This design comes from an exercise in tuning for small area, a short achievable clock period and few clock cycles per item on the open sky130 flow, not from production work.
In this exercise RTL edits were held to simulation tests only and were not proved equivalent to the original.
Power figures rest on the tool's default switching activity, not on a simulated workload.

## flow/config.mk

```make
export PLATFORM = sky130hd
export DESIGN_NAME = signed_integer_to_custom_radix_digits
export DESIGN_NICKNAME = signed_integer_to_custom_radix_digits
export VERILOG_FILES = /design/flow/design.v
export SDC_FILE = /design/flow/constraint.sdc
export NUM_CORES = 4
export LEC_CHECK = 0
export CAP_MARGIN = 0
export CORE_MARGIN = 2
export CORE_UTILIZATION = 40
export SLEW_MARGIN = 0
export SYNTH_HIERARCHICAL = 1
export SYNTH_MINIMUM_KEEP_SIZE = 0
export TNS_END_PERCENT = 5
```

## flow/design.v

```verilog
`default_nettype none
package sirc_pkg;
	localparam int CHAR_W  = 8;
	localparam int CFG_W   = 64;
	localparam int IN_W    = 32;
	localparam int CI_W    = $clog2(IN_W);
	localparam int ND      = 14;
	localparam int NDI_W   = 4;
	localparam int ND_DEC  = 10;
	localparam logic [CHAR_W-1:0] NUL_CHAR   = 8'd0;
	localparam logic [CHAR_W-1:0] PLUS_CHAR  = 8'd43;
	localparam logic [CHAR_W-1:0] MINUS_CHAR = 8'd45;
endpackage
`default_nettype wire
`default_nettype none
import sirc_pkg::*;
module sirc_chunksel (
	input  wire logic [sirc_pkg::IN_W-1:0] mag,
	input  wire logic                      first,
	input  wire logic                      two,
	input  wire logic [sirc_pkg::CI_W-1:0] idx,
	output logic                           bit_next,
	output logic                           bit_next2,
	output logic [sirc_pkg::CI_W-1:0]      idx_next,
	output logic                           hi_zero
);
	logic [CI_W-1:0] top;
	always_comb begin
		top = '0;
		for (int c = 0; c < IN_W; c++)
			if (mag[c])
				top = CI_W'(c);
		idx_next  = (first ? top : idx) - (two ? CI_W'(2) : CI_W'(1));
		bit_next  = mag[idx_next];
		bit_next2 = mag[idx_next - 1'b1];
		hi_zero   = (mag[IN_W-1:1] == '0);
	end
endmodule
`default_nettype wire
`default_nettype none
import sirc_pkg::*;
module sirc_mag (
	input  wire logic [sirc_pkg::IN_W-1:0] v,
	output logic [sirc_pkg::IN_W-1:0]      m
);
	logic [IN_W-1:0] pfx [6];
	always_comb begin
		pfx[0] = v;
		for (int l = 0; l < 5; l++)
			for (int i = 0; i < IN_W; i++)
				pfx[l+1][i] = (i >= (1 << l)) ? (pfx[l][i] | pfx[l][i - (1 << l)]) : pfx[l][i];
		m = v ^ ({IN_W{v[IN_W-1]}} & {pfx[5][IN_W-2:0], 1'b0});
	end
endmodule
module sirc_cfgdec (
	input  wire logic [4:0] radix,
	output logic [3:0]      tt,
	output logic [3:0]      ttm1,
	output logic            odd,
	output logic            m2,
	output logic            m3,
	output logic            m4,
	output logic            p16,
	output logic            p8,
	output logic            ev
);
	logic [4:0] rp;
	always_comb begin
		case (radix)
			5'd2, 5'd4: rp = 5'd16;
			5'd3:       rp = 5'd9;
			default:    rp = radix;
		endcase
		tt   = rp[4:1] + {3'd0, rp[0]};
		ttm1 = rp[4:1] + {3'd0, rp[0]} - 4'd1;
		odd  = rp[0];
		m2   = (radix == 5'd2);
		m3   = (radix == 5'd3);
		m4   = (radix == 5'd4);
		p16  = (rp == 5'd16);
		p8   = (radix == 5'd8);
		ev   = (radix == 5'd10);
	end
endmodule
`default_nettype wire
`default_nettype none
import sirc_pkg::*;
module sirc_ddrow (
	input  wire logic [4*sirc_pkg::ND-1:0] d,
	input  wire logic                      c0,
	input  wire logic [3:0]                tt,
	input  wire logic [3:0]                ttm1,
	input  wire logic                      odd,
	output logic [4*sirc_pkg::ND-1:0]      dn
);
	logic [3:0] dg [ND];
	logic [2:0] df [ND];
	logic [2:0] q1 [ND];
	logic       g0 [ND];
	logic       p0 [ND];
	logic       gg [5][ND];
	logic       pp [5][ND];
	logic       cy [ND+1];
	for (genvar j = 0; j < ND; j++) begin : g_cell
		assign dg[j] = d[4*j +: 4];
		sirc_ddcell u_cell (
			.d    (dg[j]),
			.tt   (tt),
			.ttm1 (ttm1),
			.odd  (odd),
			.g    (g0[j]),
			.p    (p0[j]),
			.df   (df[j]),
			.q1   (q1[j])
		);
	end
	always_comb begin
		for (int j = 0; j < ND; j++) begin
			gg[0][j] = g0[j];
			pp[0][j] = p0[j];
		end
		for (int l = 0; l < 4; l++) begin
			for (int j = 0; j < ND; j++) begin
				if (j >= (1 << l)) begin
					gg[l+1][j] = gg[l][j] || (pp[l][j] && gg[l][j - (1 << l)]);
					pp[l+1][j] = pp[l][j] && pp[l][j - (1 << l)];
				end else begin
					gg[l+1][j] = gg[l][j];
					pp[l+1][j] = pp[l][j];
				end
			end
		end
		cy[0] = c0;
		for (int j = 0; j < ND; j++)
			cy[j+1] = gg[4][j] || (pp[4][j] && c0);
		for (int j = 0; j < ND; j++) begin
			if (!cy[j+1])
				dn[4*j +: 4] = {dg[j][2:0], cy[j]};
			else if (odd && cy[j])
				dn[4*j +: 4] = {q1[j], 1'b0};
			else
				dn[4*j +: 4] = {df[j], cy[j] ^ odd};
		end
	end
endmodule
module sirc_ddcell (
	input  wire logic [3:0] d,
	input  wire logic [3:0] tt,
	input  wire logic [3:0] ttm1,
	input  wire logic       odd,
	output logic            g,
	output logic            p,
	output logic [2:0]      df,
	output logic [2:0]      q1
);
	assign g  = (d[3] & !tt[3]) | (!(d[3] ^ tt[3]) & ((d[2] & !tt[2]) | (!(d[2] ^ tt[2]) &
	            ((d[1] & !tt[1]) | (!(d[1] ^ tt[1]) & (d[0] | !tt[0]))))));
	assign df = d[2:0] - tt[2:0];
	assign p  = odd && (d == ttm1);
	assign q1 = df + 3'd1;
endmodule
module sirc_decrow (
	input  wire logic [4*sirc_pkg::ND_DEC-1:0] d,
	input  wire logic                          c0,
	output logic [4*sirc_pkg::ND_DEC-1:0]      dn
);
	logic [3:0] dg [ND_DEC];
	logic       cy [ND_DEC+1];
	function automatic logic [2:0] dmod5(input logic [3:0] v);
		dmod5[2] = (v[2] & !v[1] & !v[0]) | (v[3] & v[0]);
		dmod5[1] = (!v[2] & v[1]) | (v[2] & v[1] & v[0]) | (v[3] & !v[0]);
		dmod5[0] = (!v[3] & !v[2] & v[0]) | (v[2] & v[1] & !v[0]) | (v[3] & !v[0]);
	endfunction
	always_comb begin
		cy[0] = c0;
		for (int j = 0; j < ND_DEC; j++) begin
			dg[j]   = d[4*j +: 4];
			cy[j+1] = dg[j][3] | (dg[j][2] & (dg[j][1] | dg[j][0]));
		end
		for (int j = 0; j < ND_DEC; j++)
			dn[4*j +: 4] = {dmod5(dg[j]), cy[j]};
	end
endmodule
module sirc_emtop (
	input  wire logic [4*sirc_pkg::ND-1:0] e,
	input  wire logic                      m2,
	input  wire logic                      m3,
	input  wire logic                      m4,
	output logic [sirc_pkg::ND-1:0]        oh,
	output logic [1:0]                     s_start
);
	logic [ND-1:0] nz;
	logic [3:0]    dtop;
	always_comb begin
		for (int j = 0; j < ND; j++)
			nz[j] = |e[4*j +: 4];
		for (int j = 0; j < ND; j++) begin
			oh[j] = (j == 0) || nz[j];
			for (int k = j + 1; k < ND; k++)
				if (nz[k])
					oh[j] = 1'b0;
		end
		dtop = '0;
		for (int j = 0; j < ND; j++)
			dtop = dtop | (oh[j] ? e[4*j +: 4] : 4'd0);
		if (m2)
			s_start = dtop[3] ? 2'd3 : dtop[2] ? 2'd2 : dtop[1] ? 2'd1 : 2'd0;
		else if (m3)
			s_start = {1'b0, dtop[3] | dtop[2] | (dtop[1] & dtop[0])};
		else if (m4)
			s_start = {1'b0, dtop[3] | dtop[2]};
		else
			s_start = 2'd0;
	end
endmodule
module sirc_emsel (
	input  wire logic [4*sirc_pkg::ND-1:0] e,
	input  wire logic [sirc_pkg::ND-1:0]   oh,
	input  wire logic [1:0]                s,
	input  wire logic                      m2,
	input  wire logic                      m3,
	input  wire logic                      m4,
	output logic [3:0]                     sub,
	output logic                           is_last
);
	logic [3:0] dsel;
	logic [1:0] s3;
	always_comb begin
		dsel = '0;
		for (int j = 0; j < ND; j++)
			dsel = dsel | (oh[j] ? e[4*j +: 4] : 4'd0);
		case (dsel)
			4'd0: s3 = 2'd0;
			4'd1: s3 = s[0] ? 2'd0 : 2'd1;
			4'd2: s3 = s[0] ? 2'd0 : 2'd2;
			4'd3: s3 = s[0] ? 2'd1 : 2'd0;
			4'd4: s3 = 2'd1;
			4'd5: s3 = s[0] ? 2'd1 : 2'd2;
			4'd6: s3 = s[0] ? 2'd2 : 2'd0;
			4'd7: s3 = s[0] ? 2'd2 : 2'd1;
			4'd8: s3 = 2'd2;
			default: s3 = 2'd0;
		endcase
		if (m2)
			sub = {3'd0, dsel[s]};
		else if (m4)
			sub = {2'd0, s[0] ? dsel[3:2] : dsel[1:0]};
		else if (m3)
			sub = {2'd0, s3};
		else
			sub = dsel;
		is_last = oh[0] && (s == 2'd0);
	end
endmodule
module sirc_charsel (
	input  wire logic [127:0] chars,
	input  wire logic [3:0]   idx,
	output logic [7:0]        c
);
	assign c = chars[8*idx +: 8];
endmodule
`default_nettype wire
`default_nettype none
import sirc_pkg::*;
module signed_integer_to_custom_radix_digits (
	input  wire logic                             clk,
	input  wire logic                             arst_n,
	input  wire logic                             push,
	output logic                                  full,
	input  wire logic signed [sirc_pkg::IN_W-1:0] value,
	output logic                                  empty,
	input  wire logic                             pop,
	output logic [sirc_pkg::CHAR_W-1:0]           character,
	output logic                                  last,
	input  wire logic                             cfg_we,
	input  wire logic [1:0]                       cfg_index,
	input  wire logic [sirc_pkg::CFG_W-1:0]       cfg_data
);
	logic [CFG_W-1:0] lo_q;
	logic [CFG_W-1:0] hi_q;
	logic [4:0]       radix_q;
	logic             wlo_q;     
	logic             whi_q;     
	logic [3:0]       tt_q;
	logic [3:0]       ttm1_q;
	logic             odd_q;
	logic             m2_q;
	logic             m3_q;
	logic             m4_q;
	logic             p16_q;     
	logic             p8_q;      
	logic             ev_q;      
	logic [3:0]       wr_tt;
	logic [3:0]       wr_ttm1;
	logic             wr_odd;
	logic             wr_m2;
	logic             wr_m3;
	logic             wr_m4;
	logic             wr_p16;
	logic             wr_p8;
	logic             wr_ev;
	sirc_cfgdec u_cfgdec (
		.radix (cfg_data[4:0]),
		.tt    (wr_tt),
		.ttm1  (wr_ttm1),
		.odd   (wr_odd),
		.m2    (wr_m2),
		.m3    (wr_m3),
		.m4    (wr_m4),
		.p16   (wr_p16),
		.p8    (wr_p8),
		.ev    (wr_ev)
	);
	always_ff @(posedge clk or negedge arst_n) begin
		if (!arst_n) begin
			radix_q <= '0;
			wlo_q   <= 1'b0;
			whi_q   <= 1'b0;
		end else if (cfg_we) begin
			case (cfg_index)
				2'd0: wlo_q <= 1'b1;
				2'd1: whi_q <= 1'b1;
				2'd2: radix_q <= cfg_data[4:0];
				default: ;
			endcase
		end
	end
	always_ff @(posedge clk) begin
		if (cfg_we && cfg_index == 2'd0)
			lo_q <= cfg_data;
		if (cfg_we && cfg_index == 2'd1)
			hi_q <= cfg_data;
		if (cfg_we && cfg_index == 2'd2) begin
			tt_q   <= wr_tt;
			ttm1_q <= wr_ttm1;
			odd_q  <= wr_odd;
			m2_q   <= wr_m2;
			m3_q   <= wr_m3;
			m4_q   <= wr_m4;
			p16_q  <= wr_p16;
			p8_q   <= wr_p8;
			ev_q   <= wr_ev;
		end
	end
	logic       ck_act_q;
	logic       ck_ph_q;
	logic       ck_v_q;
	logic       ck_bad_q;
	logic [4:0] ck_i_q;
	logic [4:0] ck_j_q;
	logic       ck_ldi;
	logic       ck_ldj;
	logic       ck_pend;
	logic       bad_now;
	logic       cfg_hit;
	logic       ok;
	logic [7:0] ochar_q;
	logic [7:0] cm;
	logic [7:0] ck_ci;
	assign cfg_hit = cfg_we && (cfg_index != 2'd3);
	assign ck_ldi  = ck_act_q && !ck_ph_q && (ck_i_q < radix_q) && !ck_i_q[4];
	assign ck_ldj  = ck_act_q && ck_ph_q && (ck_j_q < radix_q) && !ck_j_q[4];
	assign ck_pend = ck_act_q || ck_v_q;
	assign bad_now = (ck_ph_q && ((ck_ci == NUL_CHAR) || (ck_ci == PLUS_CHAR) || (ck_ci == MINUS_CHAR))) ||
	                 (ck_v_q && (ochar_q == ck_ci));
	logic       ck_act_nx;
	logic       ck_v_nx;
	always_comb begin
		ck_act_nx = ck_act_q;
		if (cfg_hit)
			ck_act_nx = 1'b1;
		else if (ck_act_q && !ck_ph_q && !ck_ldi)
			ck_act_nx = 1'b0;
		ck_v_nx = !cfg_hit && ck_ldj;
	end
	always_ff @(posedge clk or negedge arst_n) begin
		if (!arst_n) begin
			ck_act_q <= 1'b0;
			ck_ph_q  <= 1'b0;
			ck_v_q   <= 1'b0;
			ck_bad_q <= 1'b0;
			ck_i_q   <= '0;
			ck_j_q   <= '0;
		end else begin
			ck_act_q <= ck_act_nx;
			ck_v_q   <= ck_v_nx;
			if (cfg_hit) begin
				ck_ph_q  <= 1'b0;
				ck_bad_q <= 1'b0;
				ck_i_q   <= '0;
			end else begin
				if (bad_now)
					ck_bad_q <= 1'b1;
				if (ck_act_q && !ck_ph_q) begin
					if (ck_ldi) begin
						ck_ph_q <= 1'b1;
						ck_j_q  <= ck_i_q + 5'd1;
					end
				end else if (ck_act_q) begin
					if ((ck_j_q + 5'd1) >= radix_q || ck_j_q[4] || ck_j_q == 5'd15) begin
						ck_ph_q <= 1'b0;
						ck_i_q  <= ck_i_q + 5'd1;
					end else begin
						ck_j_q <= ck_j_q + 5'd1;
					end
				end
			end
		end
	end
	assign ok = (radix_q >= 5'd2) && (radix_q <= 5'd16) && !ck_bad_q && wlo_q &&
	            (whi_q || radix_q <= 5'd8);
	logic             c_busy_q;
	logic             c_first_q;
	logic             c_neg_q;
	logic             c_bit_q;    
	logic             c_bit2_q;   
	logic             bit_next2;
	logic             two;
	logic [4*ND_DEC-1:0] de1;
	logic [4*ND_DEC-1:0] de2;
	logic [4*ND-1:0]  dstep;
	logic [IN_W-1:0]  mag_q;
	logic [IN_W-1:0]  magv;
	logic [CI_W-1:0]  c_idx_q;
	logic [CI_W-1:0]  idx_next;
	logic             bit_next;
	logic             hi_zero;
	logic             pw;
	logic [4*ND-1:0]  d_q;
	logic [4*ND-1:0]  dd;
	logic [4*ND-1:0]  lay;
	logic             last_step;
	logic             step;
	logic             take;
	logic             final_go;
	logic             e_free;
	logic             e_v_q;
	logic             full_q;
	logic             c_busy_nx;
	logic             c_first_nx;
	logic [CI_W-1:0]  c_idx_nx;
	logic             e_v_nx;
	logic             full_nx;
	logic             emit_dig;
	logic             is_last;
	sirc_mag u_mag (
		.v (value),
		.m (magv)
	);
	sirc_chunksel u_chunksel (
		.mag       (mag_q),
		.first     (c_first_q),
		.two       (two),
		.idx       (c_idx_q),
		.bit_next  (bit_next),
		.bit_next2 (bit_next2),
		.idx_next  (idx_next),
		.hi_zero   (hi_zero)
	);
	sirc_ddrow u_row (
		.d    (d_q),
		.c0   (c_bit_q),
		.tt   (tt_q),
		.ttm1 (ttm1_q),
		.odd  (odd_q),
		.dn   (dd)
	);
	sirc_decrow u_dec1 (
		.d  (d_q[4*ND_DEC-1:0]),
		.c0 (c_bit_q),
		.dn (de1)
	);
	sirc_decrow u_dec2 (
		.d  (de1),
		.c0 (c_bit2_q),
		.dn (de2)
	);
	assign two   = ev_q && !c_first_q && (c_idx_q != '0);
	assign dstep = two ? {{(4*(ND-ND_DEC)){1'b0}}, de2} : dd;
	always_comb begin
		lay    = '0;
		lay[0] = !pw && !hi_zero;
		for (int j = 0; j < 8; j++)
			for (int k = 0; k < 4; k++)
				if (4*j + k + 1 < IN_W)
					lay[4*j + k] = lay[4*j + k] | (p16_q && mag_q[4*j + k + 1]);
		for (int j = 0; j < 11; j++)
			for (int k = 0; k < 3; k++)
				if (3*j + k + 1 < IN_W)
					lay[4*j + k] = lay[4*j + k] | (p8_q && mag_q[3*j + k + 1]);
	end
	assign pw        = p16_q || p8_q;
	assign last_step = !c_first_q && (c_idx_q == '0 || (ev_q && c_idx_q == CI_W'(1)));
	assign take      = push && !full_q;
	assign step      = c_busy_q && !last_step;
	assign final_go  = c_busy_q && last_step && !ck_pend && e_free;
	always_comb begin
		c_busy_nx = c_busy_q;
		if (cfg_hit)
			c_busy_nx = 1'b0;
		else if (take)
			c_busy_nx = 1'b1;
		else if (final_go)
			c_busy_nx = 1'b0;
		c_first_nx = take ? 1'b1 : step ? 1'b0 : c_first_q;
		c_idx_nx   = (!take && step) ? ((c_first_q && (pw || hi_zero)) ? '0 : idx_next) : c_idx_q;
		e_v_nx     = e_v_q;
		if (final_go && ok && !cfg_hit)
			e_v_nx = 1'b1;
		else if (emit_dig && is_last)
			e_v_nx = 1'b0;
		full_nx = c_busy_nx && !((c_idx_nx == '0 || (ev_q && c_idx_nx == CI_W'(1))) && !c_first_nx &&
		                         !ck_act_nx && !ck_v_nx && !e_v_nx);
	end
	always_ff @(posedge clk or negedge arst_n) begin
		if (!arst_n) begin
			c_busy_q <= 1'b0;
			e_v_q    <= 1'b0;
			full_q   <= 1'b0;
		end else begin
			c_busy_q <= c_busy_nx;
			e_v_q    <= e_v_nx;
			full_q   <= full_nx;
		end
	end
	assign full = full_q;
	always_ff @(posedge clk) begin
		if (!c_busy_q || last_step)
			mag_q <= magv;
		if (take) begin
			c_neg_q   <= value[IN_W-1];
			c_first_q <= 1'b1;
			c_bit_q   <= value[0];
		end else if (step) begin
			c_first_q <= 1'b0;
			if (c_first_q) begin
				d_q     <= lay;
				c_idx_q <= (pw || hi_zero) ? '0 : idx_next;
				if (!pw && !hi_zero) begin
					c_bit_q  <= bit_next;
					c_bit2_q <= bit_next2;
				end
			end else begin
				d_q      <= dstep;
				c_idx_q  <= idx_next;
				c_bit_q  <= bit_next;
				c_bit2_q <= bit_next2;
			end
		end
	end
	logic             e_rdy_q;
	logic             e_sign_q;
	logic [ND-1:0]    e_oh_q;
	logic [1:0]       e_sub_q;
	logic [4*ND-1:0]  e_q;
	logic             ovld_q;
	logic             olast_q;
	logic [ND-1:0]    oh_top;
	logic [1:0]       s_start;
	logic [1:0]       s_full;
	logic [3:0]       sub;
	logic [3:0]       cidx;
	logic             ld_ok;
	logic             emit_sign;
	sirc_emtop u_emtop (
		.e       (e_q),
		.m2      (m2_q),
		.m3      (m3_q),
		.m4      (m4_q),
		.oh      (oh_top),
		.s_start (s_start)
	);
	sirc_emsel u_emsel (
		.e       (e_q),
		.oh      (e_oh_q),
		.s       (e_sub_q),
		.m2      (m2_q),
		.m3      (m3_q),
		.m4      (m4_q),
		.sub     (sub),
		.is_last (is_last)
	);
	sirc_charsel u_charsel (
		.chars ({hi_q, lo_q}),
		.idx   (cidx),
		.c     (cm)
	);
	assign ck_ci     = e_q[7:0];
	assign s_full    = m2_q ? 2'd3 : (m3_q || m4_q) ? 2'd1 : 2'd0;
	assign cidx      = !ck_act_q ? sub : ck_ph_q ? ck_j_q[3:0] : ck_i_q[3:0];
	assign ld_ok     = !ovld_q || pop;
	assign emit_sign = e_v_q && e_sign_q && ld_ok && !ck_pend;
	assign emit_dig  = e_v_q && e_rdy_q && !e_sign_q && ld_ok && !ck_pend;
	assign e_free    = !e_v_q || (emit_dig && is_last);
	always_ff @(posedge clk or negedge arst_n) begin
		if (!arst_n) begin
			ovld_q <= 1'b0;
		end else begin
			if (emit_sign || emit_dig)
				ovld_q <= 1'b1;
			else if (pop)
				ovld_q <= 1'b0;
		end
	end
	always_ff @(posedge clk) begin
		if (ck_ldj)
			ochar_q <= cm;
		if (emit_sign) begin
			ochar_q  <= MINUS_CHAR;
			olast_q  <= 1'b0;
			e_sign_q <= 1'b0;
		end
		if (emit_dig) begin
			ochar_q <= cm;
			olast_q <= is_last;
			if (e_sub_q != 2'd0) begin
				e_sub_q <= e_sub_q - 2'd1;
			end else begin
				e_sub_q <= s_full;
				e_oh_q  <= e_oh_q >> 1;
			end
		end
		if (!e_rdy_q) begin
			e_oh_q  <= oh_top;
			e_sub_q <= s_start;
			e_rdy_q <= 1'b1;
		end
		if (ck_ldi)
			e_q[7:0] <= cm;
		if (final_go) begin
			e_q      <= dstep;
			e_sign_q <= c_neg_q;
			e_rdy_q  <= 1'b0;
		end
	end
	assign empty     = !ovld_q;
	assign character = ochar_q;
	assign last      = olast_q;
endmodule
`default_nettype wire
```

## flow/standard.sh

```bash
#!/bin/bash
# synth_recipe.tcl (not shown) runs the flow's synth.tcl, then flattens the netlist and writes it again
# the make line also repeats each setting of config.mk as NAME=value (left out here)
make -C /OpenROAD-flow-scripts/flow DESIGN_CONFIG=/design/flow/config.mk WORK_HOME=/design/flow/orfs CLKGATE_MAP_FILE= SYNTH_SCRIPT=/design/flow/synth_recipe.tcl "${@:-finish}"
```

## flow/constraint.sdc

```tcl
create_clock -name core_clock -period 12.0 [get_ports {clk}]
set_input_delay 2.4000 -clock core_clock [delete_from_list [all_inputs] [get_ports {clk}]]
set_output_delay 2.4000 -clock core_clock [all_outputs]
set_load 0.01 [all_outputs]
```

## flow/flow/run.sh

```bash
#!/bin/bash
set -euo pipefail
export SETUP_SLACK_MARGIN=8.5
bash standard.sh > standard.log 2>&1
```

==> results.txt <==
==> area by class of cell <==
cell class              count  area (um2)
repair inverters            3        22.5
well taps                 773         967
fillers                  5321       30500
flip-flops and latches    348       10300
inverters                 204         779
repair buffers            249        2390
clock buffers              49        1010
diodes                      2        5.00
clock inverters            21         211
multi-input cells        1484       12600
==> modules after synthesis (local to each module, per instance) <==
module                                 cell area, um2  cells  flops+latches  times used
sirc_ddcell                                       179     22              0          14
sirc_mag                                          769     90              0           1
sirc_emsel                                        517     72              0           1
signed_integer_to_custom_radix_digits           13400    803            348           1
sirc_charsel                                     1030     70              0           1
sirc_emtop                                        747    108              0           1
sirc_decrow                                       689    118              0           2
sirc_ddrow                                       1630    215              0           1
sirc_chunksel                                    1420    171              0           1
sirc_cfgdec                                       315     42              0           1
==> power by group <==
part           internal (uW)  total, uW  switching, uW
clock                    667       1160            491
combinational           1190       2470           1280
sequential              1550       1760            208
total                   3410       5380           1980
==> per-layer routing <==
layer | global-route usage | share of wire
met2 | 0.351 | 0.49
met4 | 0.0601 | 0.028
met1 | 0.274 | 0.42
met3 | 0.0330 | 0.059
met5 | 0 | 0
==> repair_timing <==
| item | 4_1_cts | 5_1_grt |
|---|---|---|
| setup endpoints to repair | 454 | 379 |
| cloned | 7 | 3 |
| setup buffers | 35 | 75 |
| pin swaps | 29 | 44 |
| hold buffers | 0 | 0 |
| resized for setup | 49 | 102 |
==> through the flow <==
step / total power [uW] / instances / util
global placement: 3820 / 2941 / 0.433
finish: 5380 / 3133 / 0.481
global route: 5680 / 3132 / 0.481
floorplan: 3320 / 2115 / -
detailed placement: 3880 / 2941 / 0.433
CTS: 5150 / 3053 / 0.463
==> logic make-up after synthesis <==
| logic type | after synthesis | synth area share |
|---|---|---|
| buffers and inverters | 286 | 0.0549 |
| adder cells (fa/ha/maj) | 109 | 0.0667 |
| AO/OA/AOI/OAI | 474 | 0.142 |
| flip-flops | 348 | 0.435 |
| multiplexers | 200 | 0.119 |
| XOR/XNOR | 119 | 0.0449 |
| AND/OR/NAND/NOR | 579 | 0.138 |
==> registers in the layout (all words and copies together) (netlist names), 2 cells and up <==
signal / cells
c_idx_q: 5
ck_i_q: 5
ck_j_q: 5
d_q: 56
e_oh_q: 14
e_q: 56
e_sub_q: 2
hi_q: 64
lo_q: 64
mag_q: 32
ochar_q: 8
radix_q: 5
tt_q: 4
ttm1_q: 4
==> cells in the mapped netlist, types with 18 or more instances <==
cell type  number  area [um2]
dfrtp_1        25         626
o21a_1         32         240
a22oi_1        41         308
edfxtp_1      321        9640
a21o_1         21         158
buf_4          24         180
inv_1         182         683
mux2_2         97        1090
xnor2_1        64         561
ha_1           80        1000
nand3_1        28         140
o21ai_0       109         546
nand2_1       155         582
clkbuf_1       31         116
inv_2          21        78.8
mux4_2         32         721
xor2_1         52         455
fa_1           29         581
nor2_1        107         402
nor3_1         30         150
nand2b_1       72         450
a21oi_1       104         521
nor4_2         18         225
a22o_1         26         228
nor4_1         22         138
and3_1         23         144
mux2i_1        48         480
and2_1         32         200
a221oi_1       24         210
==> worst paths after layout <==
kind | end | cells after the start | startpoint
worst max-delay path | c_bit2_q$_DFFE_PP_ | 15 | mag_q[3]$_DFFE_PP_
worst min-delay path | wlo_q$_DFFE_PN0P_ | 1 | wlo_q$_DFFE_PN0P_
worst max register to register | c_bit2_q$_DFFE_PP_ | 15 | mag_q[3]$_DFFE_PP_
worst min register to register | wlo_q$_DFFE_PN0P_ | 1 | wlo_q$_DFFE_PN0P_
max in group asynchronous | ck_bad_q$_DFFE_PN0P_ | 2 | arst_n
min in group asynchronous | ck_i_q[3]$_DFFE_PN0P_ | 2 | arst_n
==> worst max-delay path, delay by kind of cell (launching register included) <==
| kind | cells | cell delay, ns |
|---|---|---|
| mux | 1 | 0.54 |
| compound gates | 11 | 1.92 |
| simple gates | 1 | 0.11 |
| fa+ha+maj | 2 | 0.84 |
| flops | 1 | 0.42 |
==> cell usage in the layout, fill, tap and decap left out, types with 36 or more instances in the layout <==
cell and count:
nand2_1 152, mux4_2 36, clkbuf_16 41, mux2_2 92
xnor2_1 64, ha_1 69, o21ai_0 105, edfxtp_1 321
nand2b_1 72, xor2_1 52, buf_4 111, clkdlybuf4s50_1 107
mux2i_1 46, nor2_1 101, inv_1 168, a22oi_1 37
a21oi_1 93
==> flow_metrics.py <==
metrics = {
    "die": {
        "die_w_um": 247,
        "die_h_um": 247,
        "io_pins": 114,
        "start_util": 0.403,
        "num_rows": 89,
        "die_area_um2": 61200,
        "core_area_um2": 58800,
    },
    "global_route": {
        "grt_remaining_overflow": 0,
        "grt_pass1_vias": 17033,
        "grt_max_degree": 72,
        "antenna_found_initial": 1,
        "grt_use_total": 0.207,
        "grt_first_pass_wirelength_um": 97800,
    },
    "clock_tree": {
        "clk_pin_slew_worst_paths_ns": 0.06,
        "cts_buffer_depth": 3,
        "cts_tree": "built",
        "cts_root_buf": "clkbuf_16",
        "worstSkewPairLatency_ns": 0.57,
        "cts_buffers": 38,
        "cts_max_level": 2,
        "cts_sinks": 348,
    },
    "placed_design": {
        "dpl.hpwl_um": 45200,
        "io_buffers": 113,
        "dpl-instance-area_um2": 25500,
        "place_ws_ns": 6.26,
        "gp_congestion": 0.929,
    },
    "synth": {
        "synth-edff-count": 321,
        "yosysWarningCount": 29,
        "netlist_instances": 2115,
        "synth-seq-area-share": 0.435,
        "synth_async_sr_flop_share": 0.0718,
        "avgSynthCellArea_um2": 11.2,
        "synth_area_um2": 23700,
        "syn-num-nets": 2327,
        "yosysUniqueCellTypes": 120,
        "synth_seq_cells": 348,
        "synthFlopType": "edfxtp_1",
    },
    "detailed_routing": {
        "avgRoutedWirePerCell_um": 21.1,
        "antenna_left": 0,
        "vias_per_cell": 5.69,
        "num_vias": 17818,
        "drc_errors": 0,
        "drt-total-wl_um": 66200,
        "initialDrtViolationCount": 1657,
        "drt_pass1_iterations": 8,
    },
    "sta": {
        "setup-tns-final_ns": 0,
        "fin_crit_sh": 0.342,
        "hold_ws_ns": 0.472,
        "slew_viol_final": 0,
        "setup_slack_ns": 7.90,
        "fmax_mhz": 244,
        "setup_violations": 0,
        "rsz0062_at_grt": "true",
        "hold_viol_final": 0,
        "relSlewSlack": 0.0761,
        "worstMarginPinSlew_ns": 1.37,
        "period_minus_slack_ns": 4.10,
        "fin_skew_ns": 0.0159,
    },
    "job": {
        "max_cap_viol_count": 0,
    },
    "pwr": {
        "power.density_nw_per_um2": 190,
        "leakage_uw": 0.0107,
        "peakVddDrop_mv": 0.150,
    },
    "worst_setup_path": {
        "startpoint_type": "register",
        "path_class": "register to register",
        "crit_top_cell": "o31ai_1",
        "cp_max_fo": 3,
        "critPathSlowestCell": "mux4_2",
        "cp_data_required_time_ns": 12.30,
        "cp_slowest_stage_delay_ns": 0.54,
        "crit_arrival_ns": 4.40,
        "end_kind": "register",
        "rrSetupSlack_ns": 7.90,
        "crit_chain": "o21ai_2 -> a211oi_2 -> o31ai_1 -> a211oi_1 -> o31ai_1 -> a211oi_1 -> o31ai_1 -> a31o_2 -> fa_2 -> ha_4 -> mux4_2 -> a211oi_2 -> a21oi_1 -> nand4_1 -> o32ai_2",
    },
    "hold_path": {
        "hold_path_class": "register to register",
    },
    "final_layout": {
        "postLayoutCellArea_um2": 28300,
        "area_growth_pct": 19.4,
        "drive_above_1_share": 0.229,
        "layout.nets": 2540,
    },
    "run_status": {
        "outcome": "finished clean",
    },
}
Testbench counts, summed over its fixed seeds: cycles 63,268, items 4,096.

## re-timing with driven ports
Ports are ideal in the flow. The routed layout listed here was re-timed in OpenROAD. Step 1, drivers: a clkbuf_16 drives clk and a buf_2 each remaining input, both assumed. Step 2 times the ports against the registers' clock, not the clock port: input delays grow and output delays shrink by t, the midpoint of the rising clock arrivals with the driver on. Three values: no drivers, after step 1, after step 2; two values: the first two.
t (ns): 0.614
slack for setup (ns): 7.898 / 7.898 / 7.358
worst setup path at the end: input to register
After both steps setup and hold are still met in this run. For this run, drivers alone change the setup slack by 0.000 ns; drivers and shift together by -0.540 ns.
